This is an optimization exercise on Yosys and OpenROAD, whose aim is small area and a short achievable clock period, not a production implementation.
In this exercise RTL edits were held to simulation tests only and were not proved equivalent to the original.
Power figures rest on the tool's default switching activity, not on a simulated workload.

`design/flow/run.sh`:
```
#!/bin/bash
# synth_recipe.tcl (not shown) runs the flow's synth.tcl, then flattens the netlist and writes it again
# the make line also repeats each setting of config.mk as NAME=value (left out here)
make -C /OpenROAD-flow-scripts/flow DESIGN_CONFIG=/design/flow/config.mk WORK_HOME=/design/flow/orfs CLKGATE_MAP_FILE= SYNTH_SCRIPT=/design/flow/synth_recipe.tcl finish
```
`design/flow/config.mk`:
```
export PLATFORM = sky130hd
export DESIGN_NAME = processor
export DESIGN_NICKNAME = processor
export VERILOG_FILES = /design/flow/design.v
export SDC_FILE = /design/flow/constraint.sdc
export NUM_CORES = 4
export LEC_CHECK = 0
export CAP_MARGIN = 20
export CORE_MARGIN = 2
export CORE_UTILIZATION = 40
export SLEW_MARGIN = 20
```
`design/flow/constraint.sdc`:
```
create_clock -name core_clock -period 7.0 [get_ports {clk}]
set_input_delay 1.4000 -clock core_clock [delete_from_list [all_inputs] [get_ports {clk}]]
set_output_delay 1.4000 -clock core_clock [all_outputs]
set_load 0.01 [all_outputs]
```
`design/flow/design.v`:
```
package consolite_pkg;
   localparam int word_bits   = 16;
   localparam int addr_bits   = 16;
   localparam int instr_bits  = 32;
   localparam int instr_bytes = 4;
   localparam int num_regs    = 16;
   localparam int status_bits = 12;
   typedef logic [word_bits-1:0]        word_t;
   typedef logic [addr_bits-1:0]        addr_t;
   typedef logic [instr_bits-1:0]       instr_t;
   typedef logic [$clog2(num_regs)-1:0] reg_idx_t;
   localparam logic [status_bits-1:0] status_default      = 12'h000;
   localparam logic [status_bits-1:0] status_invalid_base = 12'h800;
   typedef enum logic [7:0] {
      op_nop, op_load, op_loadi, op_mov, op_movi,
      op_add, op_sub, op_and, op_or, op_xor,
      op_shl, op_shra, op_shrl, op_cmp, op_tst,
      op_stor, op_stori,
      op_jmp, op_jmpi,
      op_jeq, op_jne, op_jg, op_jge, op_ja, op_jae,
      op_jl, op_jle, op_jb, op_jbe, op_jo, op_jno,
      op_js, op_jns
   } opcode_t;
   typedef struct packed {
      logic overflow;
      logic carry;
      logic zero;
      logic sign;
   } flags_t;
   typedef enum logic [2:0] {
      st_pre_boot,
      st_executing,
      st_wr_wait,
      st_rd_wait,
      st_halt
   } ctrl_state_t;
endpackage
`timescale 1ns/1ps
module processor (
   input  logic        clk,
   input  logic        rst_n,
   input  logic        boot_done,
   output logic [11:0] status,
   output logic [15:0] instr_ptr,
   input  logic        instr_valid,
   input  logic [31:0] cur_instr,
   output logic        cache_wr_en,
   output logic [15:0] cache_wr_addr,
   output logic [15:0] cache_wr_data,
   input  logic        cache_wr_done,
   output logic        cache_rd_en,
   output logic [15:0] cache_rd_addr,
   input  logic [15:0] cache_rd_data,
   input  logic        cache_rd_done
);
   logic ex, ww, rw, hl;
   logic [7:0]  bad_op;
   logic        f_o, f_c, f_z, f_s;
   logic [15:0] vld;
   logic [15:0] regs [16];
   logic [15:0] addr_q;    
   logic [15:0] data_q;    
   wire [7:0]  op  = cur_instr[31:24];
   wire [3:0]  r1  = cur_instr[19:16];
   wire [3:0]  r2  = cur_instr[11:8];
   wire [15:0] imm = cur_instr[15:0];
   wire [15:0] tgt = cur_instr[23:8];
   wire accept   = ex & instr_valid;
   wire op_hi0   = (op[7:5] == 3'b000);
   wire invalid  = op[7] | op[6] | (op[5] & (op[4:0] != 5'd0));
   wire is_load  = op_hi0 & ((op[4:0] == 5'd1) | (op[4:0] == 5'd2));
   wire is_store = op_hi0 & ((op[4:0] == 5'd15) | (op[4:0] == 5'd16));
   wire is_wop   = op_hi0 & ~op[4] & (op[3:0] >= 4'd3) & (op[3:0] <= 4'd12);
   wire is_fop   = op_hi0 & ~op[4] & ((op[3:0] == 4'd5) | (op[3:0] == 4'd6) |
                                      (op[3:0] == 4'd13) | (op[3:0] == 4'd14));
   wire wr_issue = accept & is_store & cache_wr_done;
   wire rd_issue = accept & is_load & cache_rd_done;
   wire stall    = accept & ((is_store & ~cache_wr_done) | (is_load & ~cache_rd_done));
   wire rd_fin   = rw & cache_rd_done & ~cache_rd_en;
   wire wr_fin   = ww & cache_wr_done & ~cache_wr_en;
   wire [15:0] ra = regs[r1] & {16{vld[r1]}};
   wire [15:0] rb = regs[r2] & {16{vld[r2]}};
   wire [3:0] ol = op[3:0];
   wire sub_m = (ol == 4'd6) | (ol == 4'd13);
   wire add_m = (ol == 4'd5);
   wire tst_m = (ol == 4'd14);
   wire [15:0] bx  = rb ^ {16{sub_m}};
   wire [16:0] sum = {1'b0, ra} + {1'b0, bx} + {16'd0, sub_m};
   wire [15:0] v_and = ra & rb;
   wire [15:0] v_or  = ra | rb;
   wire [15:0] v_xor = ra ^ rb;
   wire shl_m  = (ol == 4'd10);
   wire shra_m = (ol == 4'd11);
   wire fill   = shra_m & ra[15];
   logic [15:0] ra_rev, sh_in, s1, s2, s4, s8, sh_out, sh_rev;
   always_comb begin
      for (int i = 0; i < 16; i++) ra_rev[i] = ra[15-i];
      sh_in = shl_m ? ra_rev : ra;
      s1 = rb[0] ? {fill, sh_in[15:1]} : sh_in;
      s2 = rb[1] ? {{2{fill}}, s1[15:2]} : s1;
      s4 = rb[2] ? {{4{fill}}, s2[15:4]} : s2;
      s8 = rb[3] ? {{8{fill}}, s4[15:8]} : s4;
      sh_out = (rb[15:4] != 12'd0) ? {16{fill}} : s8;
      for (int i = 0; i < 16; i++) sh_rev[i] = sh_out[15-i];
   end
   logic [15:0] alu_res;
   always_comb begin
      case (ol)
         4'd3:    alu_res = rb;
         4'd4:    alu_res = imm;
         4'd7:    alu_res = v_and;
         4'd8:    alu_res = v_or;
         4'd9:    alu_res = v_xor;
         4'd10:   alu_res = sh_rev;
         4'd11,
         4'd12:   alu_res = sh_out;
         default: alu_res = sum[15:0];
      endcase
   end
   logic n_o, n_c, n_z, n_s;
   always_comb begin
      if (tst_m) begin
         n_o = 1'b0;
         n_c = 1'b0;
         n_z = (v_and == 16'd0);
         n_s = v_and[15];
      end else begin
         n_o = (ra[15] == bx[15]) & (sum[15] != ra[15]);
         n_c = sum[16] ^ sub_m;
         n_z = add_m ? (v_xor == {v_or[14:0], 1'b0}) : (v_xor == 16'd0);
         n_s = sum[15];
      end
   end
   logic taken;
   always_comb begin
      case (op[4:0])
         5'd17, 5'd18: taken = 1'b1;
         5'd19: taken = f_z;
         5'd20: taken = ~f_z;
         5'd21: taken = ~f_z & (f_s == f_o);
         5'd22: taken = (f_s == f_o);
         5'd23: taken = ~f_c & ~f_z;
         5'd24: taken = ~f_c;
         5'd25: taken = (f_s != f_o);
         5'd26: taken = (f_s != f_o) | f_z;
         5'd27: taken = f_c;
         5'd28: taken = f_c | f_z;
         5'd29: taken = f_o;
         5'd30: taken = ~f_o;
         5'd31: taken = f_s;
         5'd0:  taken = op[5] & ~f_s;    
         default: taken = 1'b0;
      endcase
   end
   wire [15:0] ip_inc = {instr_ptr[15:2] + 14'd1, instr_ptr[1:0]};
   wire [15:0] ip_nxt = ~taken ? ip_inc : ((op[4:0] == 5'd17) ? ra : tgt);
   wire        we_any = rd_fin | (accept & is_wop);
   wire [3:0]  widx   = rw ? data_q[3:0] : r1;
   wire [15:0] wdata  = rw ? cache_rd_data : alu_res;
   always_ff @(posedge clk) begin
      for (int i = 0; i < 16; i++) begin
         if (we_any && widx == 4'(i)) regs[i] <= wdata;
      end
   end
   always_ff @(posedge clk or negedge rst_n) begin
      if (!rst_n) begin
         vld <= '0;
      end else if (we_any) begin
         vld[widx] <= 1'b1;
      end
   end
   always_ff @(posedge clk or negedge rst_n) begin
      if (!rst_n) begin
         ex          <= 1'b0;
         ww          <= 1'b0;
         rw          <= 1'b0;
         hl          <= 1'b0;
         bad_op      <= '0;
         instr_ptr   <= '0;
         cache_wr_en <= 1'b0;
         cache_rd_en <= 1'b0;
         {f_o, f_c, f_z, f_s} <= '0;
      end else begin
         cache_wr_en <= wr_issue;
         cache_rd_en <= rd_issue;
         if (!ex && !ww && !rw && !hl && boot_done) ex <= 1'b1;
         if (accept) begin
            if (invalid) begin
               ex     <= 1'b0;
               hl     <= 1'b1;
               bad_op <= op;
            end else if (!stall) begin
               instr_ptr <= ip_nxt;
               if (wr_issue) begin
                  ex <= 1'b0;
                  ww <= 1'b1;
               end
               if (rd_issue) begin
                  ex <= 1'b0;
                  rw <= 1'b1;
               end
            end
            {f_o, f_c, f_z, f_s} <= is_fop ? {n_o, n_c, n_z, n_s} : 4'd0;
         end
         if (wr_fin) begin
            ww <= 1'b0;
            ex <= 1'b1;
         end
         if (rd_fin) begin
            rw <= 1'b0;
            ex <= 1'b1;
         end
      end
   end
   always_ff @(posedge clk) begin
      if (wr_issue || rd_issue) addr_q <= op[0] ? rb : imm;
      if (wr_issue) data_q <= ra;
      if (rd_issue) data_q[3:0] <= r1;
   end
   assign status        = {hl, 3'b000, bad_op};
   assign cache_wr_addr = addr_q;
   assign cache_rd_addr = addr_q;
   assign cache_wr_data = data_q;
endmodule
```
==> results of run 1 <==
worst max-delay path, stage by stage:
cell,delay [ns]
buf_2,0.38
nor2b_1,0.46
a32o_1,0.35
a2111oi_0,0.88
a21oi_1,0.24
nand2_1,0.33
inv_1,0.13
ha_1,0.32
o2111ai_1,0.14
a211o_1,0.28
and3_1,0.24
o31ai_1,0.40
a31oi_1,0.18
xnor2_1,0.19
nand2_1,0.09
a32oi_1,0.37
buf_4,0.31
layout make-up:
cell class / instances / area, um^2
Clock buffer: 49 / 1040
Sequential cell: 338 / 9900
Fill cell: 4815 / 27300
Inverter: 75 / 284
Timing Repair Buffer: 298 / 2550
Antenna cell: 1 / 2.50
Tap cell: 688 / 861
Clock inverter: 22 / 210
Multi-Input combinational cell: 1403 / 10100
state kept, by name, indices dropped and copies added, names as in the netlist:
signal and flops:
regs 256, addr_q 16, data_q 16, instr_ptr 16
vld 16, bad_op 8, cache_rd_en 1, cache_wr_en 1
ex 1, f_c 1, f_o 1, f_s 1
f_z 1, hl 1, rw 1, ww 1
layer usage:
metal  up-vias  track usage, %  share of wire [%]
met5         -               0                  0
met4         0            20.1                7.2
met3       337            5.91                9.9
met2      1370            52.3                 44
met1      9351            43.0                 38
li1       7985               -                  -
placed cells by master (no fill, tap or decap), drive strengths merged, types with 20 or more instances in the layout:
master / count
a22o: 27
a21oi: 102
dfrtp: 50
xnor2: 39
inv: 75
nor2: 114
a21o: 26
o21ai: 100
nand3b: 20
o211ai: 22
a211oi: 23
buf: 179
nand3: 40
and2: 36
nand2: 138
mux2: 58
a221oi: 35
clkbuf: 49
mux2i: 83
a31oi: 31
o22ai: 28
nand2b: 22
ha: 52
edfxtp: 288
a22oi: 41
nor3: 27
nor2b: 35
clkdlybuf4s50: 119
cell families after synthesis:
family / Yosys count / synth area share [%]
AO/OA/AOI/OAI: 592 / 20.0
AND/OR/NAND/NOR: 548 / 13.8
flip-flops: 338 / 47.1
buffers and inverters: 228 / 5.00
multiplexers: 158 / 8.88
adder cells (fa/ha/maj): 53 / 3.19
XOR/XNOR: 49 / 2.04
other: 1 / 0.0178
power by group through the flow:
stage                     clock, uW  combinational, uW  sequential (uW)
after global routing           2150               1250             2370
after global placement            0               1150             2400
final                          2040               1190             2370
after detailed placement          0               1150             2410
after CTS                      2070               1160             2370
after floorplan                   0                604             2420
through the flow:
stage | setup slack, ns | power [uW] | hold WS (ns) | utilization, %
final | 0.667 | 5590 | 0.475 | 47.8
after global routing | 0.538 | 5780 | 0.494 | 47.8
after CTS | 0.776 | 5590 | 0.475 | 47.8
after detailed placement | 0.204 | 3560 | 0.462 | 45.4
after global placement | 0.205 | 3550 | 0.458 | 45.4
after floorplan | 0.530 | 3020 | 0.439 | -
worst max path at each step:
stage             startpoint      endpoint  slack [ns]  cells after the start
2_1_floorplan  cur_instr[11]    regs[0][9]        0.53                     24
3_3_place_gp   cur_instr[10]  regs[13][13]        0.20                     18
3_5_place_dp   cur_instr[19]   regs[9][13]        0.20                     17
4_1_cts        cur_instr[19]  regs[11][13]        0.78                     17
5_1_grt        cur_instr[19]  regs[11][13]        0.54                     17
6_report       cur_instr[19]   regs[4][13]        0.67                     17
==> run notes, run 1 <==
Status
The flow ran to the end and the layout has no timing, DRC or antenna violations.

Timing
Derived from the worst setup path, the maximum achievable clock frequency is between 150 and 200 MHz. The count of endpoints failing hold in the final timing report was 0. At the pin with the least slew margin, the transition time is 1.04 ns. In this run the tightest slew margin relative to its limit is 28.6%. The number of pins exceeding their max-slew limit in the final report is 0.

The setup clock skew after layout is 0.0233 ns. Setup violations remaining at the end of the flow were counted as 0. The minimum clock period after layout is ~6.3 ns.

The share of the cycle needed by the critical path after routing is between 90% and 100%. Setup repair after global routing left no endpoint under its margin. For the final routed database, the setup TNS stands at 0 ns.

Final layout
The non-filler instance count after layout is 2874. The relative area change from synthesis to final layout is 18.8%. In the final layout, the share of cells above drive strength 1 is between 10% and 20%. The summed area of non-filler cells in the final layout is between 20000 and 25000 um^2. At the end of the flow, the number of nets in the layout was about 2300.

Clocking
After clock tree synthesis, the clock-pin slew on the worst setup and hold paths is about 0.060 ns. In this run the number of H-tree levels came out at 2. After clock tree synthesis, the flow added hold-fix buffers numbering 0. The clock tree root driver cell is clkbuf_16. The clock latency reported for the late side of the worst-skew pair is roughly 0.58 ns. Clock tree synthesis found a total of roughly 340 sinks.

The TritonCTS clock tree is built. Buffers added to address setup during post-CTS repair amount to 0. The number of buffers added by the clock tree synthesis step is 39. The maximum count of clock buffers along a single path is 3. The count of instances resized after the clock tree is built is 0.

Setup path
The nature of the critical path endpoint is a register. The worst register-to-register path begins at vld[0]. The arrival time of data at the critical path endpoint is approximately 6.7 ns. The kind of critical path is input port to register.

The worst register-to-register path ends at regs[4][13]. In this run the worst path has a maximum fanout of 35. The required time of the worst setup path is roughly 7.4 ns. The kind of start point of the critical path is an input port. The worst setup slack for register-to-register paths is approximately 1.8 ns.

The number of cells on the worst reg-to-reg path is 17.

Global routing
The overall routing resource usage is approximately a third. Entering global routing, the biggest net connects slightly above 50 pins. The number of global-route vias before repair is ~18000. The global-route wire length before repair is 131000 um. The number of antenna violations at the first check in global routing is 0. For this run the aggregate overflow at the end of global routing stands at 0.

Synthesis
Sorting the synthesized cells by area gives the leading types as edfxtp_1 (41%), dfrtp_1 (6.0%), mux2i_1 (4.0%), ha_1 (3.1%), mux2_2 (3.1%). In this run the cell area of the synthesized design comes to 21000 um^2. By count the netlist is led by edfxtp_1 (288), nand2_1 (136), nor2_1 (113). The register area share after synthesis is a little under half. The number of library cell types mapped by synthesis is 99.

The most used flip-flop cell after synthesis is edfxtp_1. The share of synthesized registers carrying an async set or reset is approximately 15%. The flop and latch count out of synthesis is 338. The fraction of post-synthesis cell area in the top cell type by area is between 40% and 50%. The most repeated cell in the gate-level netlist after synthesis is edfxtp_1.

The synthesized design contains about 290 enable-type register cells. During synthesis, Yosys emitted a total of 2 warnings. The instance count of the mapped netlist is approximately 2000. The cell type with the highest aggregate area in the netlist is edfxtp_1. In this run the mean area of a mapped cell was between 10 and 15 um^2.

Power and ir drop
Combinational logic burns 21.2% of the power. The switching power total is 1650 uW. The cell-internal power is 3940 uW. For this design the ratio of total power to cell area is approximately 220 nW/um^2. The peak supply drop is 0.191 mV.

Registers are responsible for between 40% and 50% of the overall power. For this design the static power due to leakage is 0.00939 uW. The switching share of power is slightly below 30%. The share of total power in the clock network is between 30% and 40%.

Floorplanning
The height of the chip is 233 um. Row generation in the floorplan step produced 84 rows. In this run the count of I/O pins placed on the die edge is between 100 and 150. The horizontal die dimension is ~230 um.

The region available for standard cell placement spans roughly 52000 um^2. The area of the die is roughly 54000 um^2. Once the floorplan was initialized, standard cells occupied between 40% and 50% of the core.

Detailed routing
The first-pass iteration count of the detailed router is 6. The final route contains roughly 19000 vias. After detailed routing, the number of vias per cell comes to about 6.6.

In the routed design, unresolved DRC markers number 0. The count of nets left with antenna violations after detail routing is 0. After the first detailed-routing iteration, the DRC count stood at about 2900.

The detailed-route wire length is 91800 um. The routed length per instance is between 30 and 40 um.

Min path
The sink of the worst hold path is vld[6]. Along the worst hold path, the cell count comes to 1. The worst hold-check path type is register to register. The startpoint of the lowest-slack hold path is vld[6].

Placement
The number of placed instances, taps included, is roughly 2800. Once detailed placement completed, the half-perimeter wirelength came to 67700 um. The final RePlAce weighted congestion is just over 1. The count of input and output buffers is 128. In this run the cell area measured after placement is roughly 24000 um^2.

Flow run
The max capacitance violation total is 0.
==> inputs of run 2 (changes only) <==
--- a/design/flow/design.v
+++ b/design/flow/design.v
@@ -58,2 +58,7 @@
    logic        f_o, f_c, f_z, f_s;
+   logic        pv;        
+   logic        fp;        
+   logic [3:0]  p_op;      
+   logic [3:0]  p_idx;
+   logic [15:0] p_a, p_b;
    logic [15:0] vld;
@@ -80,5 +85,8 @@
    wire wr_fin   = ww & cache_wr_done & ~cache_wr_en;
-   wire [15:0] ra = regs[r1] & {16{vld[r1]}};
-   wire [15:0] rb = regs[r2] & {16{vld[r2]}};
-   wire [3:0] ol = op[3:0];
+   logic [15:0] p_res;
+   wire [15:0] ra_q = regs[r1] & {16{vld[r1]}};
+   wire [15:0] rb_q = regs[r2] & {16{vld[r2]}};
+   wire [15:0] ra = (pv && p_idx == r1) ? p_res : ra_q;
+   wire [15:0] rb = (pv && p_idx == r2) ? p_res : rb_q;
+   wire [3:0] ol = p_op;
    wire sub_m = (ol == 4'd6) | (ol == 4'd13);
@@ -86,33 +94,32 @@
    wire tst_m = (ol == 4'd14);
-   wire [15:0] bx  = rb ^ {16{sub_m}};
-   wire [16:0] sum = {1'b0, ra} + {1'b0, bx} + {16'd0, sub_m};
-   wire [15:0] v_and = ra & rb;
-   wire [15:0] v_or  = ra | rb;
-   wire [15:0] v_xor = ra ^ rb;
+   wire [15:0] bx  = p_b ^ {16{sub_m}};
+   wire [16:0] sum = {1'b0, p_a} + {1'b0, bx} + {16'd0, sub_m};
+   wire [15:0] v_and = p_a & p_b;
+   wire [15:0] v_or  = p_a | p_b;
+   wire [15:0] v_xor = p_a ^ p_b;
    wire shl_m  = (ol == 4'd10);
    wire shra_m = (ol == 4'd11);
-   wire fill   = shra_m & ra[15];
-   logic [15:0] ra_rev, sh_in, s1, s2, s4, s8, sh_out, sh_rev;
-   always_comb begin
-      for (int i = 0; i < 16; i++) ra_rev[i] = ra[15-i];
-      sh_in = shl_m ? ra_rev : ra;
-      s1 = rb[0] ? {fill, sh_in[15:1]} : sh_in;
-      s2 = rb[1] ? {{2{fill}}, s1[15:2]} : s1;
-      s4 = rb[2] ? {{4{fill}}, s2[15:4]} : s2;
-      s8 = rb[3] ? {{8{fill}}, s4[15:8]} : s4;
-      sh_out = (rb[15:4] != 12'd0) ? {16{fill}} : s8;
+   wire fill   = shra_m & p_a[15];
+   logic [15:0] a_rev, sh_in, s1, s2, s4, s8, sh_out, sh_rev;
+   always_comb begin
+      for (int i = 0; i < 16; i++) a_rev[i] = p_a[15-i];
+      sh_in = shl_m ? a_rev : p_a;
+      s1 = p_b[0] ? {fill, sh_in[15:1]} : sh_in;
+      s2 = p_b[1] ? {{2{fill}}, s1[15:2]} : s1;
+      s4 = p_b[2] ? {{4{fill}}, s2[15:4]} : s2;
+      s8 = p_b[3] ? {{8{fill}}, s4[15:8]} : s4;
+      sh_out = (p_b[15:4] != 12'd0) ? {16{fill}} : s8;
       for (int i = 0; i < 16; i++) sh_rev[i] = sh_out[15-i];
    end
-   logic [15:0] alu_res;
    always_comb begin
       case (ol)
-         4'd3:    alu_res = rb;
-         4'd4:    alu_res = imm;
-         4'd7:    alu_res = v_and;
-         4'd8:    alu_res = v_or;
-         4'd9:    alu_res = v_xor;
-         4'd10:   alu_res = sh_rev;
+         4'd3,
+         4'd4:    p_res = p_b;
+         4'd7:    p_res = v_and;
+         4'd8:    p_res = v_or;
+         4'd9:    p_res = v_xor;
+         4'd10:   p_res = sh_rev;
          4'd11,
-         4'd12:   alu_res = sh_out;
-         default: alu_res = sum[15:0];
+         4'd12:   p_res = sh_out;
+         default: p_res = sum[15:0];
       endcase
@@ -120,2 +127,3 @@
    logic n_o, n_c, n_z, n_s;
+   assign {f_o, f_c, f_z, f_s} = {n_o, n_c, n_z, n_s} & {4{fp}};
    always_comb begin
@@ -127,3 +135,3 @@
       end else begin
-         n_o = (ra[15] == bx[15]) & (sum[15] != ra[15]);
+         n_o = (p_a[15] == bx[15]) & (sum[15] != p_a[15]);
          n_c = sum[16] ^ sub_m;
@@ -156,5 +164,5 @@
    wire [15:0] ip_nxt = ~taken ? ip_inc : ((op[4:0] == 5'd17) ? ra : tgt);
-   wire        we_any = rd_fin | (accept & is_wop);
-   wire [3:0]  widx   = rw ? data_q[3:0] : r1;
-   wire [15:0] wdata  = rw ? cache_rd_data : alu_res;
+   wire        we_any = rd_fin | pv;
+   wire [3:0]  widx   = rw ? data_q[3:0] : p_idx;
+   wire [15:0] wdata  = rw ? cache_rd_data : p_res;
    always_ff @(posedge clk) begin
@@ -181,4 +189,6 @@
          cache_rd_en <= 1'b0;
-         {f_o, f_c, f_z, f_s} <= '0;
+         pv          <= 1'b0;
+         fp          <= 1'b0;
       end else begin
+         pv <= accept & is_wop;
          cache_wr_en <= wr_issue;
@@ -202,3 +212,3 @@
             end
-            {f_o, f_c, f_z, f_s} <= is_fop ? {n_o, n_c, n_z, n_s} : 4'd0;
+            fp <= is_fop;
          end
@@ -215,2 +225,8 @@
    always_ff @(posedge clk) begin
+      if (accept) begin
+         p_a   <= ra;
+         p_b   <= (op[3:0] == 4'd4) ? imm : rb;
+         p_op  <= op[3:0];
+         p_idx <= r1;
+      end
       if (wr_issue || rd_issue) addr_q <= op[0] ? rb : imm;
==> run notes, run 2 <==
Status
Outcome: finished clean (unchanged).

Setup path
The nature of the critical path endpoint is a register (unchanged). The worst setup slack for register-to-register paths came to 1.41 ns (was 1.82 ns). The endpoint of the worst-slack reg-to-reg timing path is instr_ptr[0] (was regs[4][13]). The highest cell delay on the worst timing path came to 0.81 ns (was 0.88 ns). Critical Path, Cell by Cell: and4b_1 > nor2_2 > buf_4 > xnor2_1 > inv_1 > fa_1 > nor2b_1 > o2111ai_1 > a211oi_1 > o21ai_1 > mux2i_1 > mux2_1 > o2111a_1 > and3_1 > nor2_1 > mux2_2 (was buf_2 > nor2b_1 > a32o_1 > a2111oi_0 > a21oi_1 > nand2_1 > inv_1 > ha_1 > o2111ai_1 > a211o_1 > and3_1 > o31ai_1 > a31oi_1 > xnor2_1 > nand2_1 > a32oi_1 > buf_4).

The standard cell with the maximum stage delay on the critical path is edfxtp_1 (was a2111oi_0). The kind of critical path is register to register (was input port to register). The required time of the worst setup path is 7.47 ns (was 7.39 ns). The kind of start point of the critical path was a register (was input port). The maximum fanout along the worst path is 19 (was 35). The worst setup path endpoint is instr_ptr[0] (was regs[4][13]). The critical path depth is 16 (was 17). The worst setup path startpoint is p_op[1] (was cur_instr[19]). The number of cells on the worst reg-to-reg path came to 16 (was 17).

The arrival time of data at the critical path endpoint is 6.05 ns (was 6.72 ns). The number of buffer and inverter instances along the worst setup path is 2 (was 3). The startpoint of the worst register-to-register path was p_op[1] (was vld[0]). The kind of cell adding the most delay to the critical path was simple AND/OR/NAND/NOR gates (was compound AO/OA/AOI/OAI gates).

Clocking
The maximum count of clock buffers along a single path is 3 (unchanged). The TritonCTS clock tree is built (unchanged). The number of levels the H-tree was split into is 2 (unchanged). The number of buffers added by the clock tree synthesis step is 43 (was 39). The number of buffers inserted to repair setup after CTS is 0 (unchanged). The clock latency reported for the late side of the worst-skew pair is 0.60 ns (was 0.58 ns). The clock tree root driver cell is clkbuf_16 (unchanged). The clock sink count came to 376 (was 338).

The count of instances resized after the clock tree is built is 0 (unchanged). The clock-pin slew reported for the worst setup and hold paths after clock tree synthesis is 0.06 ns (about the same). The number of buffers added to fix hold violations after cts was 0 (unchanged).

Synthesis
The instance count of the mapped netlist is 1891 (was 1967). The cell type with the highest aggregate area in the netlist is edfxtp_1 (unchanged). The number of library cell types mapped by synthesis is 102 (was 99).

The Yosys warning count came to 2 (unchanged). The most repeated cell in the gate-level netlist after synthesis is edfxtp_1 (unchanged). The register area share after synthesis is 52.0% (was 47.1%). The share of synthesized registers carrying an async set or reset came to 12.8% (was 14.8%). The synthesized area per cell is 11.2 um^2 (was 10.7 um^2). Most used standard cells in the synthesized netlist: edfxtp_1 (328), a22oi_1 (161), nor2_1 (134) (was edfxtp_1 (288), nand2_1 (136), nor2_1 (113)). The mapped cell area is 21300 um^2 (was 21000 um^2).

The fraction of post-synthesis cell area in the top cell type by area was 46.3% (was 41.1%). The flop and latch count out of synthesis is 376 (was 338). Leading post-synthesis cells by cell area: edfxtp_1 (46%), a22oi_1 (5.7%), dfrtp_1 (5.6%), ha_1 (3.1%), a21oi_1 (3.0%) (was edfxtp_1 (41%), dfrtp_1 (6.0%), mux2i_1 (4.0%), ha_1 (3.1%), mux2_2 (3.1%)).

The number of enable-type register cells in the synthesized netlist is 328 (was 288). The most used flip-flop cell after synthesis is edfxtp_1 (unchanged).

Floorplanning
The top-level port count came to 132 (unchanged). The area of the core was 52600 um^2 (was 52200 um^2). The number of cell rows came to 84 (unchanged). The height of the chip is 235 um (was 233 um). The effective utilization at floorplan is 40.5% (was 40.3%). The horizontal die dimension came to 235 um (was 233 um).

The area of the die is 55000 um^2 (was 54400 um^2).

Power and ir drop
The power density of the placed cells is 261 nW/um^2 (was 224 nW/um^2). The switching share of power was 30.5% (was 29.5%). The peak supply drop is 0.172 mV (was 0.191 mV). The part of the total power dissipated in combinational logic came to 21.5% (was 21.2%). The switching power total came to 1980 uW (was 1650 uW). The share of total power in the clock network is 35.4% (was 36.5%). The sequential power share is 43.2% (was 42.3%). The static leakage is 0.00872 uW (was 0.00939 uW). The cell-internal power came to 4530 uW (was 3940 uW). The overall power is 6510 uW (was 5590 uW).

Detailed routing
The detailed-route wire length is 86800 um (was 91800 um). The via count was 18500 (was 19000). The final routed DRC violation total came to 0 (unchanged).

The starting DRC count in detailed routing is 3111 (was 2904). The routed length per instance was 31.9 um (about the same). The first-pass iteration count of the detailed router is 9 (was 6). The detailed-route vias per instance is 6.80 (was 6.63). The count of nets left with antenna violations after detail routing is 0 (unchanged).

Placement
The count of input and output buffers was 128 (unchanged). The worst slack after detailed placement is 1.60 ns (was 0.204 ns). The final RePlAce weighted congestion was 1.00 (was 1.03).

The detailed-placement wirelength estimate is 59500 um (was 67700 um).

Timing
The relative slew slack is 27.4% (was 28.6%). The total negative setup slack is 0 ns (unchanged). The number of pins exceeding their max-slew limit in the final report came to 0 (unchanged). The worst path setup slack after routing came to 1.41 ns (was 0.667 ns).

The share of the cycle needed by the critical path after routing came to 79.8% (was 90.5%). The minimum clock period after layout was 5.59 ns (was 6.33 ns). The number of failing setup endpoints in the final timing report is 0 (unchanged). RSZ-0062 raised after global routing: false (unchanged). The transition time of the tightest slew-check pin is 1.09 ns (was 1.04 ns). The maximum achievable frequency is 179 MHz (was 158 MHz). The count of endpoints failing hold in the final timing report was 0 (unchanged). The setup clock skew after layout is 0.0231 ns (was 0.0233 ns).

Final layout
The layout net count was 2106 (was 2262). The register bank with the most flops was regs (unchanged). The filler cell count in the final layout was 4728 (was 4815). Most used cells in the layout excluding fill and tap cells: edfxtp_1 (328), a22oi_1 (161), a21oi_1 (127), clkdlybuf4s50_1 (126), nor2_1 (110) (was edfxtp_1 (288), buf_4 (168), nand2_1 (136), clkdlybuf4s50_1 (119), nor2_1 (113)). The flip-flop count of the largest register after layout is 256 (unchanged). The relative area change from synthesis to final layout is 17.2% (was 18.8%). The number of diodes added for antenna fixing is 0 (was 1).

The area occupied by multi-input gates came to 9600 um^2 (was 10100 um^2). The area occupied by registers is 11100 um^2 (was 9900 um^2). The ratio of cells with drive above 1 in the final layout is 13.4% (was 16.2%).

The commonest non-fill, non-tap cell in the layout is edfxtp_1 (unchanged).

Global routing
The remaining global-route overflow is 0 (unchanged). The overall routing resource usage came to 31.0% (was 33.3%). The global-route wire length before repair was 123000 um (was 131000 um). The largest net degree at the start of global routing is 49 (was 51). The number of global-route vias before repair is 17500 (was 18300).

The number of antenna violations at the first check in global routing is 2 (was 0).

Min path
The worst hold-check path type is register to register (unchanged).

Flow run
The max capacitance violation total came to 0 (unchanged).
-- run 2: cell count changes in the layout (fill, tap and decap cells not counted), sizes merged, moves of 34 or more --
cell / previous run / this run
nand2: 138 / 104
buf: 179 / 70
mux2i: 83 / 27
edfxtp: 288 / 328
o21ai: 100 / 48
a22oi: 41 / 161
-- run 2: power groups by stage --
stage,clock (uW),combinational [uW],sequential (uW)
finish,2300,1400,2810
global route,2430,1490,2820
CTS,2340,1370,2810
detailed placement,0,1360,2850
global placement,0,1350,2850
floorplan,0,814,2810
-- run 2: worst register-to-register path, delay by kind of cell, from the launching register on --
family	cells	cell delay [ns]
AND/OR/NAND/NOR	5	1.57
multiplexers	3	1.09
AO/OA/AOI/OAI	4	0.99
flip-flops	1	0.81
adder cells (fa/ha/maj)	1	0.41
buffers and inverters	2	0.39
XOR/XNOR	1	0.21
-- run 2: layer usage --
metal  GRT usage, %  up-vias  part of all wire (%)
met4           18.2        4                   6.6
met5              0        -                 0.036
met1           40.1     9016                    37
li1               -     7719                     -
met2           48.9     1380                    46
met3           5.79      390                    10
-- run 2: area by class of cell --
class,instances,area share [%]
Multi-Input combinational cell,1330,38.5
Sequential cell,376,44.3
Clock buffer,57,4.73
Clock inverter,23,1.05
Timing Repair Buffer,196,7.15
Inverter,51,0.768
Tap cell,688,3.45
-- run 2: per-stage QoR --
| step | cell area, um^2 | cells | hold WS, ns | utilization (%) |
|---|---|---|---|---|
| after floorplan | 21300 | 1893 | 0.439 | - |
| after global placement | 23500 | 2641 | 0.480 | 44.7 |
| after detailed placement | 23500 | 2641 | 0.472 | 44.7 |
| after CTS | 24900 | 2721 | 0.493 | 47.4 |
| after global routing | 24900 | 2721 | 0.518 | 47.4 |
| final | 24900 | 2721 | 0.504 | 47.4 |
-- run 2: how the worst min path moves through the flow --
stage	endpoint	from	cells after the start	slack (ns)
6_report	bad_op[0]	bad_op[0]	1	0.50
3_5_place_dp	vld[0]	vld[0]	2	0.47
4_1_cts	vld[0]	vld[0]	2	0.49
3_3_place_gp	vld[0]	vld[0]	2	0.48
2_1_floorplan	vld[10]	vld[10]	1	0.44
5_1_grt	bad_op[2]	bad_op[2]	1	0.52
-- run 2: cell families after synthesis --
logic type | share of synthesized area [%]
AO/OA/AOI/OAI | 20.5
XOR/XNOR | 2.18
adder cells (fa/ha/maj) | 3.21
buffers and inverters | 3.88
flip-flops | 52.0
multiplexers | 5.56
other | 0.0176
AND/OR/NAND/NOR | 12.7
==> inputs of run 3 (changes only) <==
--- a/design/flow/design.v
+++ b/design/flow/design.v
@@ -57,12 +57,12 @@
    logic [7:0]  bad_op;
-   logic        f_o, f_c, f_z, f_s;
+   logic [15:0] vld;
+   logic [15:0] regs [16];
+   logic [3:0]  ld_idx;    
    logic        pv;        
    logic        fp;        
-   logic [3:0]  p_op;      
+   logic [3:0]  f_q;       
+   logic        c_sub, c_add, c_tst, c_shl, c_sra;
+   logic        c_b, c_and, c_or, c_xor, c_sl, c_sr, c_sum;
    logic [3:0]  p_idx;
    logic [15:0] p_a, p_b;
-   logic [15:0] vld;
-   logic [15:0] regs [16];
-   logic [15:0] addr_q;    
-   logic [15:0] data_q;    
    wire [7:0]  op  = cur_instr[31:24];
@@ -86,12 +86,21 @@
    logic [15:0] p_res;
-   wire [15:0] ra_q = regs[r1] & {16{vld[r1]}};
-   wire [15:0] rb_q = regs[r2] & {16{vld[r2]}};
+   logic [15:0] ra_q, rb_q;
+   always_comb begin
+      ra_q = '0;
+      rb_q = '0;
+      for (int i = 0; i < 16; i++) begin
+         ra_q = ra_q | (regs[i] & {16{vld[i] && r1 == 4'(i)}});
+         rb_q = rb_q | (regs[i] & {16{vld[i] && r2 == 4'(i)}});
+      end
+   end
    wire [15:0] ra = (pv && p_idx == r1) ? p_res : ra_q;
    wire [15:0] rb = (pv && p_idx == r2) ? p_res : rb_q;
-   wire [3:0] ol = p_op;
-   wire sub_m = (ol == 4'd6) | (ol == 4'd13);
-   wire add_m = (ol == 4'd5);
-   wire tst_m = (ol == 4'd14);
+   wire sub_m  = c_sub;
+   wire add_m  = c_add;
+   wire tst_m  = c_tst;
+   wire shl_m  = c_shl;
+   wire shra_m = c_sra;
    wire [15:0] bx  = p_b ^ {16{sub_m}};
-   wire [16:0] sum = {1'b0, p_a} + {1'b0, bx} + {16'd0, sub_m};
+   wire [17:0] sum_w = {1'b0, p_a, 1'b1} + {1'b0, bx, sub_m};
+   wire [16:0] sum = sum_w[17:1];
    wire [15:0] v_and = p_a & p_b;
@@ -99,5 +108,3 @@
    wire [15:0] v_xor = p_a ^ p_b;
-   wire shl_m  = (ol == 4'd10);
-   wire shra_m = (ol == 4'd11);
-   wire fill   = shra_m & p_a[15];
+   wire fill = shra_m & p_a[15];
    logic [15:0] a_rev, sh_in, s1, s2, s4, s8, sh_out, sh_rev;
@@ -113,17 +120,7 @@
    end
-   always_comb begin
-      case (ol)
-         4'd3,
-         4'd4:    p_res = p_b;
-         4'd7:    p_res = v_and;
-         4'd8:    p_res = v_or;
-         4'd9:    p_res = v_xor;
-         4'd10:   p_res = sh_rev;
-         4'd11,
-         4'd12:   p_res = sh_out;
-         default: p_res = sum[15:0];
-      endcase
-   end
+   assign p_res = ({16{c_b}}   & p_b)    | ({16{c_and}} & v_and)  |
+                  ({16{c_or}}  & v_or)   | ({16{c_xor}} & v_xor)  |
+                  ({16{c_sl}}  & sh_rev) | ({16{c_sr}}  & sh_out) |
+                  ({16{c_sum}} & sum[15:0]);
    logic n_o, n_c, n_z, n_s;
-   assign {f_o, f_c, f_z, f_s} = {n_o, n_c, n_z, n_s} & {4{fp}};
    always_comb begin
@@ -141,2 +138,4 @@
    end
+   logic f_o, f_c, f_z, f_s;
+   assign {f_o, f_c, f_z, f_s} = fp ? {n_o, n_c, n_z, n_s} : f_q;
    logic taken;
@@ -165,3 +164,3 @@
    wire        we_any = rd_fin | pv;
-   wire [3:0]  widx   = rw ? data_q[3:0] : p_idx;
+   wire [3:0]  widx   = rw ? ld_idx : p_idx;
    wire [15:0] wdata  = rw ? cache_rd_data : p_res;
@@ -191,4 +190,7 @@
          fp          <= 1'b0;
+         f_q         <= '0;
       end else begin
-         pv <= accept & is_wop;
+         pv          <= accept & is_wop;
+         fp          <= accept & is_fop;
+         f_q         <= accept ? 4'd0 : {f_o, f_c, f_z, f_s};
          cache_wr_en <= wr_issue;
@@ -212,3 +214,2 @@
             end
-            fp <= is_fop;
          end
@@ -225,16 +226,23 @@
    always_ff @(posedge clk) begin
-      if (accept) begin
-         p_a   <= ra;
-         p_b   <= (op[3:0] == 4'd4) ? imm : rb;
-         p_op  <= op[3:0];
-         p_idx <= r1;
-      end
-      if (wr_issue || rd_issue) addr_q <= op[0] ? rb : imm;
-      if (wr_issue) data_q <= ra;
-      if (rd_issue) data_q[3:0] <= r1;
+      p_a   <= ra;
+      p_b   <= (op[4] || op[3:0] == 4'd2 || op[3:0] == 4'd4) ? imm : rb;
+      c_sub <= (op[3:0] == 4'd6) | (op[3:0] == 4'd13);
+      c_add <= (op[3:0] == 4'd5);
+      c_tst <= (op[3:0] == 4'd14);
+      c_shl <= (op[3:0] == 4'd10);
+      c_sra <= (op[3:0] == 4'd11);
+      c_b   <= (op[3:0] == 4'd3) | (op[3:0] == 4'd4);
+      c_and <= (op[3:0] == 4'd7);
+      c_or  <= (op[3:0] == 4'd8);
+      c_xor <= (op[3:0] == 4'd9);
+      c_sl  <= (op[3:0] == 4'd10);
+      c_sr  <= (op[3:0] == 4'd11) | (op[3:0] == 4'd12);
+      c_sum <= (op[3:0] == 4'd5) | (op[3:0] == 4'd6);
+      p_idx <= r1;
+      if (rd_issue) ld_idx <= r1;
    end
    assign status        = {hl, 3'b000, bad_op};
-   assign cache_wr_addr = addr_q;
-   assign cache_rd_addr = addr_q;
-   assign cache_wr_data = data_q;
+   assign cache_wr_addr = p_b;
+   assign cache_rd_addr = p_b;
+   assign cache_wr_data = p_a;
 endmodule
--- a/design/flow/config.mk
+++ b/design/flow/config.mk
@@ -9,3 +9,5 @@
 export CORE_MARGIN = 2
-export CORE_UTILIZATION = 40
+export CORE_UTILIZATION = 60
+export CTS_BUF_LIST = sky130_fd_sc_hd__clkbuf_8
+export SETUP_SLACK_MARGIN = 3
 export SLEW_MARGIN = 20
==> run notes, run 3 <==
Synthesis
The register area share after synthesis was 51.5% (was 52.0%). The most used flip-flop cell after synthesis is edfxtp_1 (unchanged). The share of synthesized registers carrying an async set or reset is 14.5% (was 12.8%).

The number of library cell types mapped by synthesis is 86 (was 102). The instance count of the mapped netlist is 1748 (was 1891). The fraction of post-synthesis cell area in the top cell type by area is 40.0% (was 46.3%). The synthesized area per cell is 11.2 um^2 (about the same). Most used standard cells in the synthesized netlist: edfxtp_1 (260), nand2_1 (141), a22oi_1 (122) (was edfxtp_1 (328), a22oi_1 (161), nor2_1 (134)).

The number of enable-type register cells in the synthesized netlist is 260 (was 328). The most repeated cell in the gate-level netlist after synthesis is edfxtp_1 (unchanged). The flop and latch count out of synthesis is 359 (was 376). Leading post-synthesis cells by cell area: edfxtp_1 (40%), dfrtp_1 (6.7%), dfxtp_1 (4.8%), a22oi_1 (4.7%), a221oi_1 (3.7%) (was edfxtp_1 (46%), a22oi_1 (5.7%), dfrtp_1 (5.6%), ha_1 (3.1%), a21oi_1 (3.0%)). The mapped cell area was 19500 um^2 (was 21300 um^2). The cell type with the highest aggregate area in the netlist is edfxtp_1 (unchanged). The Yosys warning count is 2 (unchanged).

Timing
The minimum clock period after layout came to 4.07 ns (was 5.59 ns). RSZ-0062 raised after global routing: true (was false). The setup clock skew after layout came to 0.0297 ns (was 0.0231 ns). The number of pins exceeding their max-slew limit in the final report is 0 (unchanged). The count of endpoints failing hold in the final timing report was 0 (unchanged). The worst hold slack after final layout came to 0.495 ns (was 0.504 ns). The relative slew slack is 13.9% (was 27.4%). The transition time of the tightest slew-check pin is 1.29 ns (was 1.09 ns). The number of failing setup endpoints in the final timing report is 0 (unchanged).

The maximum achievable frequency was 246 MHz (was 179 MHz). The share of the cycle needed by the critical path after routing is 58.1% (was 79.8%). The total negative setup slack is 0 ns (unchanged).

Setup path
Critical Path, Cell by Cell: clkdlybuf4s50_1 > nor2b_1 > and3_1 > a22oi_1 > nand2_1 > nor4_1 > a21oi_1 > a2111oi_0 > a311oi_1 (was and4b_1 > nor2_2 > buf_4 > xnor2_1 > inv_1 > fa_1 > nor2b_1 > o2111ai_1 > a211oi_1 > o21ai_1 > mux2i_1 > mux2_1 > o2111a_1 > and3_1 > nor2_1 > mux2_2). The arrival time of data at the critical path endpoint was 4.61 ns (was 6.05 ns). The nature of the critical path endpoint is a register (unchanged). The kind of start point of the critical path is an input port (was register).

The required time of the worst setup path is 7.54 ns (was 7.47 ns). The number of buffer and inverter instances along the worst setup path is 1 (was 2). The standard cell with the maximum stage delay on the critical path is and3_1 (was edfxtp_1).

The maximum fanout along the worst path was 16 (was 19). The worst setup slack for register-to-register paths was 3.07 ns (was 1.41 ns). The kind of critical path is input port to register (was register to register). The kind of cell adding the most delay to the critical path is simple AND/OR/NAND/NOR gates (unchanged). The highest cell delay on the worst timing path is 0.93 ns (was 0.81 ns).

Detailed routing
The detailed-route wire length came to 71100 um (was 86800 um). The via count is 16900 (was 18500). The detailed-route vias per instance was 7.28 (was 6.80). The routed length per instance came to 30.5 um (was 31.9 um).

The count of nets left with antenna violations after detail routing is 0 (unchanged). The starting DRC count in detailed routing is 2907 (was 3111). The final routed DRC violation total was 0 (unchanged). The first-pass iteration count of the detailed router is 10 (was 9).

Floorplanning
The top-level port count was 132 (unchanged). The horizontal die dimension is 184 um (was 235 um). The effective utilization at floorplan came to 60.4% (was 40.5%). The height of the chip came to 184 um (was 235 um). The area of the core is 32300 um^2 (was 52600 um^2).

The area of the die is 34000 um^2 (was 55000 um^2). The number of cell rows is 66 (was 84).

Placement
The count of input and output buffers is 128 (unchanged). The placement-stage cell area is 21000 um^2 (was 23500 um^2). The final RePlAce weighted congestion was 0.985 (was 1.00). The detailed-placement wirelength estimate was 46600 um (was 59500 um).

Global routing
The overall routing resource usage is 41.4% (was 31.0%). The remaining global-route overflow was 0 (unchanged). The number of global-route vias before repair came to 16100 (was 17500). The largest net degree at the start of global routing is 53 (was 49).

The global-route wire length before repair is 102000 um (was 123000 um). The number of antenna violations at the first check in global routing is 1 (was 2).

Status
Outcome: finished clean (unchanged).

Final layout
The register bank with the most flops is regs (unchanged). The commonest non-fill, non-tap cell in the layout was edfxtp_1 (unchanged). The relative area change from synthesis to final layout is 15.1% (was 17.2%). Most used cells in the layout excluding fill and tap cells: edfxtp_1 (260), nand2_1 (141), clkdlybuf4s50_1 (126), a22oi_1 (122), a221oi_1 (82) (was edfxtp_1 (328), a22oi_1 (161), a21oi_1 (127), clkdlybuf4s50_1 (126), nor2_1 (110)). The layout net count is 1947 (was 2106).

The number of diodes added for antenna fixing is 0 (unchanged). The summed area of non-filler cells in the final layout is 22500 um^2 (was 24900 um^2). The ratio of cells with drive above 1 in the final layout is 14.2% (was 13.4%). The flip-flop count of the largest register after layout is 256 (unchanged).

Clocking
The number of buffers added to fix hold violations after cts is 0 (unchanged). The clock-pin slew reported for the worst setup and hold paths after clock tree synthesis is 0.07 ns (was 0.06 ns). The number of buffers added by the clock tree synthesis step is 56 (was 43).

The clock tree root driver cell is clkbuf_8 (was clkbuf_16). The number of levels the H-tree was split into was 2 (unchanged). The TritonCTS clock tree is built (unchanged). The clock sink count is 359 (was 376). The maximum count of clock buffers along a single path was 3 (unchanged).

The clock latency reported for the late side of the worst-skew pair is 0.66 ns (was 0.60 ns).

Min path
The worst hold-check path type is register to register (unchanged).

Power and ir drop
The power density of the placed cells is 221 nW/um^2 (was 261 nW/um^2). The peak supply drop came to 0.226 mV (was 0.172 mV). The static leakage is 0.00847 uW (was 0.00872 uW).

Flow run
The max capacitance violation total is 0 (unchanged).
## run 3: changes by cell type in the layout (fill, tap and decap cells not counted), sizes merged, moves of 25 or more
cell | before | now
o22ai | 41 | 7
a22o | 38 | 78
nor2 | 134 | 95
a22oi | 161 | 122
inv | 51 | 76
dfxtp | 0 | 47
a21oi | 129 | 58
a221oi | 35 | 83
edfxtp | 328 | 260
nand2 | 104 | 141
buf | 70 | 42
## run 3: worst paths after layout
| check | startpoint | endpoint | cells after the start |
|---|---|---|---|
| hold / removal | vld[1] | vld[1] | 1 |
| min in group asynchronous | rst_n | vld[0] | 2 |
| max in group asynchronous | rst_n | instr_ptr[2] | 2 |
| setup reg to reg | c_sub | instr_ptr[6] | 14 |
| hold reg to reg | vld[1] | vld[1] | 1 |
| setup / recovery | cur_instr[17] | instr_ptr[6] | 9 |
## run 3: kinds of logic after synthesis
group,after synthesis,share of synthesized area [%]
AOI/OAI and AO/OA,522,20.3
and+or+nand+nor,468,11.8
DFF,359,51.5
buffers and inverters,195,4.27
muxes,92,6.03
xor gates and xnor gates,57,2.56
adders and majority gates,54,3.47
other,1,0.0192
## run 3: per-stage QoR
| step | util (%) | total power [uW] | setup slack (ns) | instances |
|---|---|---|---|---|
| CTS | 68.6 | 4920 | 2.99 | 2311 |
| global placement | 64.9 | 3160 | 2.32 | 2206 |
| finish | 69.5 | 4960 | 2.93 | 2327 |
| global route | 69.5 | 5110 | 2.92 | 2327 |
| floorplan | - | 2870 | 3.04 | 1750 |
| detailed placement | 64.9 | 3180 | 2.29 | 2206 |
## run 3: what timing repair did
item	4_1_cts	5_1_grt
pin swaps	0	7
setup buffers	1	14
endpoints found under the setup margin	80	49
cloned	0	2
resized for setup	16	43
hold endpoints to repair	0	0
## run 3: routing by layer
| metal | up-vias | part of all wire [%] | GRT usage, % | wire [um] |
|---|---|---|---|---|
| met4 | 2 | 7.9 | 26.7 | 5620 |
| li1 | 7030 | - | - | - |
| met2 | 1495 | 44 | 63.9 | 31300 |
| met3 | 424 | 13 | 11.2 | 9370 |
| met5 | - | 0.015 | 0 | 11 |
| met1 | 7979 | 35 | 51.8 | 24700 |
## run 3: area by class of cell
cell class	instances	area, um^2
tap	442	553
clock inverter	40	250
sequential	359	10100
inverter	55	210
fill	2324	9840
clock buffer	64	881
multi-input combinational	1198	8890
timing repair buffer	169	1600
## run 3: power by group
part	internal (uW)	switching [uW]	leakage, uW
Sequential	2370	105	0.00345
Combinational	319	389	0.00437
Clock	919	861	0.000654
==> inputs of run 4 (changes only) <==
==> design/flow/flow/run.sh (new file) <==
#!/bin/bash
# Layout flow: the standard flow (standard.sh) with its standard
# synthesis, unchanged except that the port buffers are plain buffers
# (buf_2) instead of the delay cells buffer_ports picks by default.
# make's output goes to flow_make.log in this folder; each ORFS step keeps
# its own full log under orfs/logs/.
set -euo pipefail
export BUFFER_PORTS_ARGS="-buffer_cell sky130_fd_sc_hd__buf_2"
bash standard.sh finish > flow_make.log 2>&1
test -s out/final.def
==> design/flow/standard.sh (new file) <==
#!/bin/bash
# synth_recipe.tcl (not shown) runs the flow's synth.tcl, then flattens the netlist and writes it again
# the make line also repeats each setting of config.mk as NAME=value (left out here)
make -C /OpenROAD-flow-scripts/flow DESIGN_CONFIG=/design/flow/config.mk WORK_HOME=/design/flow/orfs CLKGATE_MAP_FILE= SYNTH_SCRIPT=/design/flow/synth_recipe.tcl "${@:-finish}"
--- a/design/flow/config.mk
+++ b/design/flow/config.mk
@@ -11,3 +11,4 @@
 export CTS_BUF_LIST = sky130_fd_sc_hd__clkbuf_8
-export SETUP_SLACK_MARGIN = 3
+export PLACE_DENSITY = 0.75
+export SETUP_SLACK_MARGIN = 3.5
 export SLEW_MARGIN = 20
removed: design/flow/run.sh
==> run notes, run 4 <==
Status
Outcome: finished clean (unchanged).

Power and ir drop
The static leakage was 0.00860 uW (was 0.00847 uW). The overall power is 4820 uW (was 4960 uW). The peak supply drop was 0.276 mV (was 0.226 mV). The power density of the placed cells is 218 nW/um^2 (was 221 nW/um^2).

Timing
The number of pins exceeding their max-slew limit in the final report is 0 (unchanged). The count of endpoints failing hold in the final timing report came to 0 (unchanged). The setup clock skew after layout is 0.0360 ns (was 0.0297 ns).

RSZ-0062 raised after global routing: true (unchanged). The share of the cycle needed by the critical path after routing is 52.5% (was 58.1%). The number of failing setup endpoints in the final timing report came to 0 (unchanged). The minimum clock period after layout is 3.68 ns (was 4.07 ns). The worst hold slack after final layout came to 0.491 ns (was 0.495 ns). The total negative setup slack came to 0 ns (unchanged). The maximum achievable frequency was 272 MHz (was 246 MHz).

The relative slew slack was 12.9% (was 13.9%). The transition time of the tightest slew-check pin is 1.31 ns (was 1.29 ns).

Min path
The startpoint of the lowest-slack hold path is hl (was vld[1]). The worst hold-check path type is register to register (unchanged).

Clocking
The TritonCTS clock tree is built (unchanged). The clock sink count is 359 (unchanged). The clock latency reported for the late side of the worst-skew pair is 0.68 ns (was 0.66 ns). The clock-pin slew reported for the worst setup and hold paths after clock tree synthesis is 0.07 ns (about the same). The clock tree root driver cell is clkbuf_8 (unchanged).

The number of buffers added by the clock tree synthesis step is 56 (unchanged). The maximum count of clock buffers along a single path was 3 (unchanged). The number of levels the H-tree was split into is 2 (unchanged).

Synthesis
Leading post-synthesis cells by cell area: edfxtp_1 (40%), dfrtp_1 (6.7%), dfxtp_1 (4.8%), a22oi_1 (4.7%), a221oi_1 (3.7%) (unchanged). The Yosys warning count was 2 (unchanged). The instance count of the mapped netlist was 1748 (unchanged). The register area share after synthesis came to 51.5% (unchanged). The number of enable-type register cells in the synthesized netlist is 260 (unchanged).

The most used flip-flop cell after synthesis was edfxtp_1 (unchanged). Most used standard cells in the synthesized netlist: edfxtp_1 (260), nand2_1 (141), a22oi_1 (122) (unchanged). The share of synthesized registers carrying an async set or reset is 14.5% (unchanged). The mapped cell area came to 19500 um^2 (unchanged). The synthesized area per cell is 11.2 um^2 (unchanged). The fraction of post-synthesis cell area in the top cell type by area is 40.0% (unchanged). The cell type with the highest aggregate area in the netlist is edfxtp_1 (unchanged). The flop and latch count out of synthesis is 359 (unchanged). The most repeated cell in the gate-level netlist after synthesis is edfxtp_1 (unchanged). The number of library cell types mapped by synthesis came to 86 (unchanged).

Setup path
Critical Path, Cell by Cell: inv_1 > ha_1 > or4_1 > nor4_1 > and4_1 > or4_1 > o31ai_1 > mux2i_1 > a32o_1 > and3_4 > nor2_4 > mux2_2 (was clkdlybuf4s50_1 > nor2b_1 > and3_1 > a22oi_1 > nand2_1 > nor4_1 > a21oi_1 > a2111oi_0 > a311oi_1). The required time of the worst setup path is 7.55 ns (was 7.54 ns). The highest cell delay on the worst timing path came to 0.59 ns (was 0.93 ns).

The arrival time of data at the critical path endpoint came to 4.23 ns (was 4.61 ns). The standard cell with the maximum stage delay on the critical path was or4_1 (was and3_1). The kind of start point of the critical path is a register (was input port).

The kind of critical path was register to register (was input port to register). The maximum fanout along the worst path is 7 (was 16). Counting stages on the worst path, the most repeated cell is or4_1.

The startpoint of the worst register-to-register path is p_a[0] (was c_sub). The nature of the critical path endpoint is a register (unchanged). The worst setup path startpoint is p_a[0] (was cur_instr[17]).

Global routing
The number of global-route vias before repair is 16100 (about the same). The largest net degree at the start of global routing was 53 (unchanged). The overall routing resource usage came to 41.9% (was 41.4%).

The remaining global-route overflow is 0 (unchanged). The global-route wire length before repair is 103000 um (was 102000 um). The number of antenna violations at the first check in global routing is 3 (was 1).

Detailed routing
The count of nets left with antenna violations after detail routing is 0 (unchanged). The detailed-route vias per instance is 7.29 (was 7.28). The detailed-route wire length is 71600 um (was 71100 um). The starting DRC count in detailed routing was 2951 (was 2907). The routed length per instance was 30.5 um (about the same). The via count is 17100 (was 16900). The first-pass iteration count of the detailed router is 9 (was 10). The final routed DRC violation total came to 0 (unchanged).

Final layout
The layout net count is 1963 (was 1947). Most used cells in the layout excluding fill and tap cells: edfxtp_1 (260), nand2_1 (137), buf_2 (128), a22oi_1 (121), a221oi_1 (82) (was edfxtp_1 (260), nand2_1 (141), clkdlybuf4s50_1 (126), a22oi_1 (122), a221oi_1 (82)). The relative area change from synthesis to final layout is 13.7% (was 15.1%). The ratio of cells with drive above 1 in the final layout is 22.8% (was 14.2%). The register bank with the most flops is regs (unchanged). The commonest non-fill, non-tap cell in the layout is edfxtp_1 (unchanged). The flip-flop count of the largest register after layout is 256 (unchanged).

Floorplanning
The height of the chip is 184 um (unchanged). The effective utilization at floorplan is 60.4% (unchanged). The top-level port count was 132 (unchanged). The horizontal die dimension is 184 um (unchanged). The area of the die is 34000 um^2 (unchanged). The area of the core is 32300 um^2 (unchanged). The number of cell rows is 66 (unchanged).

Placement
The detailed-placement wirelength estimate is 45300 um (was 46600 um). The final RePlAce weighted congestion is 1.01 (was 0.985). The count of input and output buffers came to 128 (unchanged).

Flow run
The max capacitance violation total is 0 (unchanged).
==> run 4: cell types whose count changed in the layout (fill, tap and decap cells not counted), sizes merged <==
cell           change
diode              +3
clkbuf             -2
clkinv             +5
clkdlybuf4s50    -126
buf              +142
inv                -3
dlymetal6s2s       -1
bufinv             -1
==> run 4: metal layers <==
metal | vias to the layer above | track usage (%) | wire length [um]
li1 | 7041 | - | -
met4 | 0 | 25.6 | 5390
met3 | 434 | 11.8 | 10000
met5 | - | 1.19 | 0
met2 | 1559 | 65.5 | 32000
met1 | 8053 | 51.9 | 24200
==> run 4: timing repair <==
item	in CTS	in global routing
setup endpoints to repair	206	96
hold buffers	0	0
gates cloned	2	1
pin swaps	17	14
gates resized for setup	53	49
setup buffers	17	6
==> run 4: final cells by class <==
class	instances	area [um^2]
Antenna cell	3	7.51
Clock inverter	41	200
Multi-Input combinational cell	1198	9130
Inverter	55	210
Sequential cell	359	10100
Timing Repair Buffer	185	1140
Clock buffer	61	840
Fill cell	2413	10100
Tap cell	442	553
==> run 4: kinds of logic after synthesis <==
group                    after synthesis  synth area share [%]
multiplexers                          92                  6.03
flip-flops                           359                  51.5
XOR/XNOR                              57                  2.56
buffers and inverters                195                  4.27
other                                  1                0.0192
AND/OR/NAND/NOR                      468                  11.8
adder cells (fa/ha/maj)               54                  3.47
AO/OA/AOI/OAI                        522                  20.3
==> run 4: per-stage QoR <==
stage               setup WS (ns)  cell area, um^2  cells  util [%]
global placement             2.69            20400   2213      63.2
detailed placement           2.50            20400   2213      63.2
finish                       3.32            22200   2344      68.6
CTS                          3.44            21800   2334      67.6
global route                 3.31            22200   2342      68.6
floorplan                    3.50            19600   1750         -
==> run 4: path summary, 6_finish.rpt <==
check                          endpoint  slack (ns)  cells past startpoint
max                        instr_ptr[0]        3.32                     12
min                                  hl        0.49                      1
max reg2reg                instr_ptr[0]        3.32                     12
min reg2reg                          hl        0.49                      1
max in group asynchronous     bad_op[2]        5.67                      2
min in group asynchronous       vld[15]        0.86                      2
==> run 4: worst max-delay path, delay by kind of cell (launching register included) <==
| kind | cells | cell delay (ns) |
|---|---|---|
| simple gates | 6 | 1.41 |
| fa+ha+maj | 1 | 0.38 |
| flops | 1 | 0.55 |
| mux | 2 | 0.46 |
| buf+inv | 1 | 0.11 |
| compound gates | 2 | 0.62 |
==> run 4: where the power goes <==
group	switching (uW)	total [uW]	internal, uW	leakage, uW
combinational	404	674	270	0.00454
sequential	103	2470	2370	0.00345
clock	837	1670	836	0.000603
total	1340	4820	3480	0.00860
==> inputs of run 5 (changes only) <==
--- a/design/flow/design.v
+++ b/design/flow/design.v
@@ -161,4 +161,6 @@
    end
+   logic [15:0] ip_n, ip_t;
+   logic        ip_sel;
+   assign instr_ptr = ip_sel ? ip_t : ip_n;
    wire [15:0] ip_inc = {instr_ptr[15:2] + 14'd1, instr_ptr[1:0]};
-   wire [15:0] ip_nxt = ~taken ? ip_inc : ((op[4:0] == 5'd17) ? ra : tgt);
    wire        we_any = rd_fin | pv;
@@ -185,3 +187,4 @@
          bad_op      <= '0;
-         instr_ptr   <= '0;
+         ip_n        <= '0;
+         ip_sel      <= 1'b0;
          cache_wr_en <= 1'b0;
@@ -204,3 +207,4 @@
             end else if (!stall) begin
-               instr_ptr <= ip_nxt;
+               ip_n      <= ip_inc;
+               ip_sel    <= taken;
                if (wr_issue) begin
@@ -226,2 +230,3 @@
    always_ff @(posedge clk) begin
+      if (accept && !invalid && !stall) ip_t <= (op[4:0] == 5'd17) ? ra : tgt;
       p_a   <= ra;
--- a/design/flow/config.mk
+++ b/design/flow/config.mk
@@ -10,3 +10,5 @@
 export CORE_UTILIZATION = 60
-export CTS_BUF_LIST = sky130_fd_sc_hd__clkbuf_8
+export CTS_BUF_LIST = sky130_fd_sc_hd__clkbuf_16
+export CTS_CLUSTER_DIAMETER = 60
+export CTS_CLUSTER_SIZE = 30
 export PLACE_DENSITY = 0.75
==> run notes, run 5 <==
Power and ir drop
The overall power is 5010 uW (was 4820 uW). The peak supply drop is 0.255 mV (was 0.276 mV). The power density of the placed cells was 229 nW/um^2 (was 218 nW/um^2).

The switching share of power is 28.3% (was 27.9%). The cell-internal power is 3590 uW (was 3480 uW). The share of total power in the clock network is 31.5% (was 34.7%). The static leakage is 0.00859 uW (was 0.00860 uW). The sequential power share is 52.3% (was 51.3%).

The part of the total power dissipated in combinational logic is 16.2% (was 14.0%). The switching power total is 1420 uW (was 1340 uW).

Timing
The transition time of the tightest slew-check pin came to 1.34 ns (was 1.31 ns). The minimum clock period after layout is 3.55 ns (was 3.68 ns). The share of the cycle needed by the critical path after routing is 50.7% (was 52.5%). The worst hold slack after final layout is 0.497 ns (was 0.491 ns).

The number of failing setup endpoints in the final timing report is 0 (unchanged). The number of pins exceeding their max-slew limit in the final report is 0 (unchanged). The count of endpoints failing hold in the final timing report is 0 (unchanged). RSZ-0062 raised after global routing: true (unchanged).

The total negative setup slack is 0 ns (unchanged). The relative slew slack is 10.5% (was 12.9%). The setup clock skew after layout came to 0.0384 ns (was 0.0360 ns). The maximum achievable frequency is 282 MHz (was 272 MHz).

Clocking
The clock-pin slew reported for the worst setup and hold paths after clock tree synthesis is 0.07 ns (about the same). The number of buffers added by the clock tree synthesis step was 26 (was 56). The number of buffers added to fix hold violations after cts is 0 (unchanged).

The TritonCTS clock tree is built (unchanged). The number of levels the H-tree was split into is 1 (was 2). The clock tree root driver cell is clkbuf_16 (was clkbuf_8). The clock sink count is 376 (was 359). The maximum count of clock buffers along a single path is 3 (unchanged). The clock latency reported for the late side of the worst-skew pair is 0.58 ns (was 0.68 ns).

Detailed routing
The detailed-route vias per instance was 7.40 (was 7.29). The highest metal layer with signal wires was met5 (was met4). The count of nets left with antenna violations after detail routing came to 0 (unchanged).

The wire length on met3 is 9780 um (was 10000 um). The first-pass iteration count of the detailed router came to 9 (unchanged). The routed length on met1 is 22900 um (was 24200 um). The detailed-route wire length is 68600 um (was 71600 um). The final routed DRC violation total was 0 (unchanged).

The routed wire length on met2 is 30400 um (was 32000 um). The routed length per instance came to 30.6 um (was 30.5 um). The via count came to 16600 (was 17100). The starting DRC count in detailed routing came to 3347 (was 2951).

Synthesis
Leading post-synthesis cells by cell area: edfxtp_1 (42%), dfrtp_1 (6.7%), a22oi_1 (5.0%), dfxtp_1 (4.7%), mux2_2 (4.0%) (was edfxtp_1 (40%), dfrtp_1 (6.7%), dfxtp_1 (4.8%), a22oi_1 (4.7%), a221oi_1 (3.7%)). The most used flip-flop cell after synthesis is edfxtp_1 (unchanged). The number of enable-type register cells in the synthesized netlist is 276 (was 260).

The Yosys warning count is 2 (unchanged). The number of library cell types mapped by synthesis is 70 (was 86). The synthesized area per cell is 11.6 um^2 (was 11.2 um^2).

Most used standard cells in the synthesized netlist: edfxtp_1 (276), a22oi_1 (132), nand2_1 (116) (was edfxtp_1 (260), nand2_1 (141), a22oi_1 (122)). The instance count of the mapped netlist is 1707 (was 1748). The cell type with the highest aggregate area in the netlist is edfxtp_1 (unchanged). The share of synthesized registers carrying an async set or reset is 14.1% (was 14.5%). The most repeated cell in the gate-level netlist after synthesis is edfxtp_1 (unchanged). The register area share after synthesis is 53.1% (was 51.5%). The fraction of post-synthesis cell area in the top cell type by area is 41.7% (was 40.0%). The mapped cell area is 19900 um^2 (was 19500 um^2). The flop and latch count out of synthesis was 376 (was 359).

Placement
The count of input and output buffers is 128 (unchanged). The final RePlAce weighted congestion is 1.06 (was 1.01). The placement-stage cell area came to 20800 um^2 (was 20400 um^2). The detailed-placement wirelength estimate is 44700 um (was 45300 um).

Setup path
The arrival time of data at the critical path endpoint came to 4.02 ns (was 4.23 ns). The highest cell delay on the worst timing path is 1.08 ns (was 0.59 ns). The nature of the critical path endpoint is a register (unchanged).

The required time of the worst setup path was 7.47 ns (was 7.55 ns). The maximum fanout along the worst path is 16 (was 7). The most frequent cell on the critical path is o21ai_0 (was or4_1). The kind of cell adding the most delay to the critical path was simple AND/OR/NAND/NOR gates (unchanged).

The kind of critical path is input port to register (was register to register). Critical Path, Cell by Cell: buf_2 > nor2b_1 > and3_1 > a22o_1 > a221oi_1 > nand4_1 > o21ai_0 > o21ai_0 (was inv_1 > ha_1 > or4_1 > nor4_1 > and4_1 > or4_1 > o31ai_1 > mux2i_1 > a32o_1 > and3_4 > nor2_4 > mux2_2). The standard cell with the maximum stage delay on the critical path was and3_1 (was or4_1). The number of buffer and inverter instances along the worst setup path was 1 (unchanged). The kind of start point of the critical path is an input port (was register).

Floorplanning
The area of the core is 32500 um^2 (was 32300 um^2). The area of the die is 34600 um^2 (was 34000 um^2). The horizontal die dimension is 186 um (was 184 um). The height of the chip was 186 um (was 184 um).

The number of cell rows is 66 (unchanged). The effective utilization at floorplan is 61.1% (was 60.4%). The top-level port count is 132 (unchanged).

Global routing
The number of global-route vias before repair was 15700 (was 16100). The largest net degree at the start of global routing is 54 (was 53). The overall routing resource usage is 39.1% (was 41.9%).

The number of antenna violations at the first check in global routing is 2 (was 3). The remaining global-route overflow is 0 (unchanged). The global-route wire length before repair is 98000 um (was 103000 um).

Final layout
The layout net count is 1886 (was 1963). The area occupied by registers is 10600 um^2 (was 10100 um^2). The summed area of non-filler cells in the final layout is 21900 um^2 (was 22200 um^2).

Most used cells in the layout excluding fill and tap cells: edfxtp_1 (276), a22oi_1 (132), buf_2 (128), nand2_1 (115), nor2_1 (79) (was edfxtp_1 (260), nand2_1 (137), buf_2 (128), a22oi_1 (121), a221oi_1 (82)). The register bank with the most flops is regs (unchanged). The relative area change from synthesis to final layout is 10.2% (was 13.7%). The flip-flop count of the largest register after layout is 256 (unchanged). The commonest non-fill, non-tap cell in the layout was edfxtp_1 (unchanged). The fraction of the core area covered by cells at the end of the flow is 67.3% (was 68.6%). The filler cell count in the final layout is 2443 (was 2413). The ratio of cells with drive above 1 in the final layout came to 20.4% (was 22.8%).

The area occupied by multi-input gates is 8660 um^2 (was 9130 um^2).

Min path
The worst hold-check path type is register to register (unchanged).

Flow run
The max capacitance violation total was 0 (unchanged).

Status
Outcome: finished clean (unchanged).
## run 5: routing by layer
metal | vias to the layer above | global-route usage, %
met4 | 2 | 22.0
met1 | 7747 | 48.4
met3 | 484 | 10.6
met5 | - | 0
li1 | 6773 | -
met2 | 1593 | 62.3
## run 5: layout make-up
type | instances | area share, %
tap | 442 | 2.53
multi-input combinational | 1144 | 39.5
clock inverter | 21 | 0.852
timing repair buffer | 172 | 4.63
inverter | 58 | 1.01
antenna | 2 | 0.0229
clock buffer | 27 | 3.09
sequential | 376 | 48.3
## run 5: worst paths after layout
kind / from / end / slack, ns / cells past startpoint
max: cur_instr[8] / p_b[15] / 3.45 / 8
min: hl / hl / 0.50 / 1
max reg2reg: c_sub / ip_t[13] / 3.59 / 12
min reg2reg: hl / hl / 0.50 / 1
max in group asynchronous: rst_n / ip_sel / 5.55 / 2
min in group asynchronous: rst_n / ip_n[15] / 0.97 / 2
## run 5: timing repair
action / in CTS / in global routing
setup endpoints to repair: 203 / 120
pin swaps: 3 / 8
endpoints found under the hold margin: 0 / 0
gates resized for setup: 20 / 29
setup buffers: 2 / 7
gates cloned: 1 / 1
## run 5: kinds of logic after synthesis
logic type / Yosys count / synth area share [%]
flip-flops: 376 / 53.1
XOR/XNOR: 69 / 3.04
AO/OA/AOI/OAI: 484 / 18.4
AND/OR/NAND/NOR: 418 / 10.2
other: 1 / 0.0189
adder cells (fa/ha/maj): 54 / 3.40
multiplexers: 115 / 7.70
buffers and inverters: 190 / 4.18
## run 5: per-stage QoR
step                std cells  setup WS, ns
detailed placement       2181          2.85
finish                   2242          3.45
floorplan                1709          3.37
CTS                      2232          3.51
global placement         2181          2.96
global route             2240          3.40
## run 5: power by group through the flow
stage	logic [uW]	clock network (uW)	registers (uW)
floorplan	551	0	2610
global placement	761	0	2660
detailed placement	777	0	2660
CTS	786	1580	2610
global route	882	1660	2630
finish	812	1580	2620

Re-timed with assumed drivers on the ports (clkbuf_16 on the clock, buf_2 on other inputs), run 5 has 3.480 ns of setup slack against 3.452 ns with ideal ports, and 2.869 ns once port delays also move by the mid clock arrival of 0.611 ns.
